Context: an optimization exercise on an open-source flow, tuned for small area, a short achievable clock period and few clock cycles per item. The choices shown serve that exercise and are no tape-out recipe. Only simulation tests tie the RTL to the original design; equivalence was not proved.

==> run Y <==
## butterfly2_pipe
module butterfly2_pipe #(
    parameter int N = 16,
    parameter int Q = 14
) (
    input  logic                clk,
    input  logic                rst,
    input  logic                in_valid,
    output logic                in_ready,
    input  logic                in_inv,
    input  logic                in_scale,
    input  logic signed [N-1:0] in0_r,
    input  logic signed [N-1:0] in0_i,
    input  logic signed [N-1:0] in1_r,
    input  logic signed [N-1:0] in1_i,
    input  logic signed [N-1:0] twiddle_r,
    input  logic signed [N-1:0] twiddle_i,
    output logic                out_valid,
    input  logic                out_ready,
    output logic signed [N-1:0] out0_r,
    output logic signed [N-1:0] out0_i,
    output logic signed [N-1:0] out1_r,
    output logic signed [N-1:0] out1_i,
    output logic                ovf,
    input  logic                ovf_clr
);
    localparam int L  = 10;             
    localparam int WR = 32 - L;
    logic                w_en;               
    logic                w_ld3;              
    logic                r_v1, r_v2, r_v3, r_vk;
    logic [7:0]          w_one_r, w_two_r, w_neg_r;
    logic [7:0]          w_one_i, w_two_i, w_negi_re, w_negi_im;
    for (genvar k = 0; k < 8; k++) begin : g_booth
        logic hr, mr, lr, hi, mi, li;
        assign hr = twiddle_r[2*k+1];
        assign mr = twiddle_r[2*k];
        assign hi = twiddle_i[2*k+1];
        assign mi = twiddle_i[2*k];
        if (k == 0) begin : g_lsb
            assign lr = 1'b0;
            assign li = 1'b0;
        end else begin : g_mid
            assign lr = twiddle_r[2*k-1];
            assign li = twiddle_i[2*k-1];
        end
        assign w_one_r[k]   = mr ^ lr;
        assign w_two_r[k]   = (hr ^ mr) & ~(mr ^ lr);
        assign w_neg_r[k]   = hr;
        assign w_one_i[k]   = mi ^ li;
        assign w_two_i[k]   = (hi ^ mi) & ~(mi ^ li);
        assign w_negi_re[k] = hi ^ ~in_inv;
        assign w_negi_im[k] = hi ^ in_inv;
    end
    logic [15:0]         r_ar1, r_ai1, r_br1, r_bi1;
    logic [7:0]          r_one_r1, r_two_r1, r_neg_r1;
  ...
make LEC_CHECK=0 CAP_MARGIN=20 CORE_MARGIN=2 CORE_UTILIZATION=40 SETUP_SLACK_MARGIN=5 SLEW_MARGIN=20 finish   # period 9.0 ns
run.sh (not shown) runs the stock make flow with config.mk's settings and CLKGATE_MAP_FILE= SYNTH_SCRIPT=/design/flow/synth_recipe.tcl, a recipe that flattens the netlist after the stock synthesis.
==> run G (differences from run Y) <==
--- a/flow/design.v
+++ b/flow/design.v
@@ -1508,17 +1508,16 @@
     output logic signed [N-1:0] out1_r,
     output logic signed [N-1:0] out1_i,
     output logic                ovf,
     input  logic                ovf_clr
 );
     localparam int L  = 10;             
     localparam int WR = 32 - L;
-    logic                w_en;               
-    logic                w_ld3;              
-    logic                r_v1, r_v2, r_v3, r_vk;
+    logic                w_en;
+    logic                r_v1, r_v2, r_v3;
     logic [7:0]          w_one_r, w_two_r, w_neg_r;
     logic [7:0]          w_one_i, w_two_i, w_negi_re, w_negi_im;
     for (genvar k = 0; k < 8; k++) begin : g_booth
         logic hr, mr, lr, hi, mi, li;
         assign hr = twiddle_r[2*k+1];
         assign mr = twiddle_r[2*k];
         assign hi = twiddle_i[2*k+1];
@@ -1548,38 +1547,26 @@
     logic [WR-1:0]       r_re2, r_im2;
     logic [16:0]         r_apr2, r_api2;    
     logic                r_sc2;
     logic [17:0]         w_x0r, w_x0i, w_x1r, w_x1i;
     logic [3:0]          w_sat;
     logic [17:0]         r_x0r, r_x0i, r_x1r, r_x1i;
     logic                r_sc3;
-    logic [3:0]          r_sat3;             
     logic                r_ovf;
-    logic [17:0]         r_k0r, r_k0i, r_k1r, r_k1i;
-    logic                r_ksc;
-    logic [3:0]          r_ksat;
-    assign w_en     = ~r_vk;
-    assign w_ld3    = ~r_v3 | out_ready;
+    assign w_en     = ~r_v3 | out_ready;
     assign in_ready = w_en;
     always_ff @(posedge clk) begin
         if (rst) begin
             r_v1 <= 1'b0;
             r_v2 <= 1'b0;
+            r_v3 <= 1'b0;
         end else if (w_en) begin
             r_v1 <= in_valid;
             r_v2 <= r_v1;
-        end
-    end
-    always_ff @(posedge clk) begin
-        if (rst) begin
-            r_v3 <= 1'b0;
-            r_vk <= 1'b0;
-        end else begin
-            if (w_ld3) r_v3 <= r_vk | r_v2;
-            r_vk <= ~out_ready & (r_vk | (r_v2 & r_v3));
+            r_v3 <= r_v2;
         end
     end
     always_ff @(posedge clk) begin
         if (w_en) begin
             r_ar1      <= in0_r;
             r_ai1      <= in0_i;
             r_br1      <= in1_r;
@@ -1631,71 +1618,58 @@
             r_apr2  <= {r_ar1[15], r_ar1} + {16'd0, r_sc1};
             r_api2  <= {r_ai1[15], r_ai1} + {16'd0, r_sc1};
             r_sc2   <= r_sc1;
         end
     end
     bfly_add u_xr (.ap(r_apr2), .r0(r_re0), .r1(r_re1), .r2(r_re2), .x0(w_x0r), .x1(w_x1r));
     bfly_add u_xi (.ap(r_api2), .r0(r_im0), .r1(r_im1), .r2(r_im2), .x0(w_x0i), .x1(w_x1i));
-    function automatic logic [15:0] sat_fn(input logic [17:0] x, input logic sc,
-                                           input logic ov);
-        if (ov)      sat_fn = {x[17], {15{~x[17]}}};
-        else if (sc) sat_fn = x[16:1];
-        else         sat_fn = x[15:0];
+    function automatic logic [16:0] sat_fn(input logic [17:0] x, input logic sc);
+        logic ov;
+        logic [15:0] v;
+        if (sc) begin
+            ov = x[17] ^ x[16];
+            v  = x[16:1];
+        end else begin
+            ov = (x[17] ^ x[16]) | (x[16] ^ x[15]);
+            v  = x[15:0];
+        end
+        if (ov) sat_fn = {1'b1, x[17], {15{~x[17]}}};
+        else    sat_fn = {1'b0, v};
     endfunction
     function automatic logic ov_fn(input logic [17:0] x, input logic sc);
         if (sc) ov_fn = x[17] ^ x[16];
         else    ov_fn = (x[17] ^ x[16]) | (x[16] ^ x[15]);
     endfunction
     assign w_sat[0] = ov_fn(w_x0r, r_sc2);
     assign w_sat[1] = ov_fn(w_x0i, r_sc2);
     assign w_sat[2] = ov_fn(w_x1r, r_sc2);
     assign w_sat[3] = ov_fn(w_x1i, r_sc2);
     always_ff @(posedge clk) begin
         if (w_en) begin
-            r_k0r  <= w_x0r;
-            r_k0i  <= w_x0i;
-            r_k1r  <= w_x1r;
-            r_k1i  <= w_x1i;
-            r_ksc  <= r_sc2;
-            r_ksat <= w_sat;
-        end
-    end
-    always_ff @(posedge clk) begin
-        if (w_ld3) begin
-            if (r_vk) begin
-                r_x0r <= r_k0r;
-                r_x0i <= r_k0i;
-                r_x1r <= r_k1r;
-                r_x1i <= r_k1i;
-                r_sc3  <= r_ksc;
-                r_sat3 <= r_ksat;
-            end else begin
-                r_x0r <= w_x0r;
-                r_x0i <= w_x0i;
-                r_x1r <= w_x1r;
-                r_x1i <= w_x1i;
-                r_sc3  <= r_sc2;
-                r_sat3 <= w_sat;
-            end
+            r_x0r <= w_x0r;
+            r_x0i <= w_x0i;
+            r_x1r <= w_x1r;
+            r_x1i <= w_x1i;
+            r_sc3 <= r_sc2;
         end
     end
     always_ff @(posedge clk) begin
         if (rst) begin
             r_ovf <= 1'b0;
-        end else if (w_ld3 && (r_vk ? (|r_ksat) : (r_v2 && (|w_sat)))) begin
+        end else if (w_en && r_v2 && (|w_sat)) begin
             r_ovf <= 1'b1;
         end else if (ovf_clr) begin
             r_ovf <= 1'b0;
         end
     end
-    logic [15:0] w_o0r, w_o0i, w_o1r, w_o1i;
-    assign w_o0r = sat_fn(r_x0r, r_sc3, r_sat3[0]);
-    assign w_o0i = sat_fn(r_x0i, r_sc3, r_sat3[1]);
-    assign w_o1r = sat_fn(r_x1r, r_sc3, r_sat3[2]);
-    assign w_o1i = sat_fn(r_x1i, r_sc3, r_sat3[3]);
+    logic [16:0] w_o0r, w_o0i, w_o1r, w_o1i;
+    assign w_o0r = sat_fn(r_x0r, r_sc3);
+    assign w_o0i = sat_fn(r_x0i, r_sc3);
+    assign w_o1r = sat_fn(r_x1r, r_sc3);
+    assign w_o1i = sat_fn(r_x1i, r_sc3);
     assign out_valid = r_v3;
-    assign out0_r    = w_o0r;
-    assign out0_i    = w_o0i;
-    assign out1_r    = w_o1r;
-    assign out1_i    = w_o1i;
+    assign out0_r    = w_o0r[15:0];
+    assign out0_i    = w_o0i[15:0];
+    assign out1_r    = w_o1r[15:0];
+    assign out1_i    = w_o1i[15:0];
     assign ovf       = r_ovf;
 endmodule
==> flow/config.mk (replaced) <==
export PLATFORM = sky130hd
export DESIGN_NAME = butterfly2_pipe
export DESIGN_NICKNAME = butterfly2_pipe
export VERILOG_FILES = /design/flow/design.v
export SDC_FILE = /design/flow/constraint.sdc
export NUM_CORES = 4
export LEC_CHECK = 0
export CAP_MARGIN = 20
export CORE_MARGIN = 2
export CORE_UTILIZATION = 50
export SETUP_SLACK_MARGIN = 4.8
export SLEW_MARGIN = 20
==> results.json <==
{
  "synthDominantCellAreaShare_pct": 29.4,
  "syn_avg_cell_area_um2": 11.1,
  "met3_length_um": 15400,
  "timing.final.ws_setup_ns": 4.72,
  "synth_xor_area_share_pct": 14.6,
  "area_growth_pct": 14.3,
  "drt_wl_total_um": 131000,
  "grt_antenna_before_repair": 3,
  "diodes": 1,
  "sh_seq_area_pct": 25.9,
  "seq_area_mm2": 0.0120,
  "worstReg2RegEnd": "r_ovf$_SDFFE_PP0P_",
  "grtUsageMet3_pct": 8.31,
  "met2_usage_pct": 47.8,
  "outcome": "timing/DRC/antenna clean",
  "wl_per_cell_um": 27.1
}
(the above is from run G)
==> results.json <==
{
  "outcome": "timing/DRC/antenna clean",
  "seq_area_mm2": 0.0137,
  "grtUsageMet3_pct": 5.98,
  "synthDominantCellAreaShare_pct": 28.1,
  "comb.multi_input.count": 2681,
  "wl_per_cell_um": 24.6,
  "sh_seq_area_pct": 27.3,
  "post_cts_buffers": 56,
  "syn_avg_cell_area_um2": 11.1,
  "grt_antenna_before_repair": 4,
  "diodes": 0,
  "met3_length_um": 14500,
  "synth_xor_area_share_pct": 13.1,
  "synth_top_family_by_area": "adder cells",
  "drt_wl_total_um": 134000,
  "worstReg2RegEnd": "r_sat3[3]$_DFFE_PP_",
  "cp_cell_sequence": "fa_2 > fa_1 > ha_4 > a21oi_2 > o21ai_2 > a221oi_2 > o21ai_2 > o211ai_2 > a211oi_4 > buf_4 > o2111a_1 > a211oi_4 > o311ai_2 > a21o_1 > mux2_4",
  "area_growth_pct": 17.2
}
(the above is from run Y)
Testbench counts of run Y, summed over its fixed seeds: cycles 24,024, items 24,000.
Testbench counts of run G, summed over its fixed seeds: cycles 24,024, items 24,000.

-- static timing again, ports no longer ideal --
No port has a modelled driver above. Below, the same layouts with a new extraction and two added sets of constraints. Step 1: set_driving_cell puts a clkbuf_16 on clk and a buf_2 on each other input, an assumption about the parent block. Step 2, shift: input delay + t, output delay - t, t = (earliest + latest rising clock arrival at the registers) / 2. This alone moves slack from input paths to output paths. a / b / c = ideal ports / drivers / drivers and shift; a / b = the first two.
run | t (ns) | setup WS [ns] | hold WS [ns] | worst setup path after step 2 | worst register clock-pin slew, ns
run Y | 0.726 | 4.626 / 4.626 / 4.626 | 0.447 / 0.447 / 0.447 | register to register | 0.07 / 0.07
run G | 0.676 | 4.717 / 4.648 / 4.394 | 0.475 / 0.475 / 0.475 | input to register | 0.07 / 0.07
After both steps every run listed still meets setup and hold. For run G, which loses most, drivers alone change the setup slack by -0.069 ns; drivers and shift together by -0.323 ns.
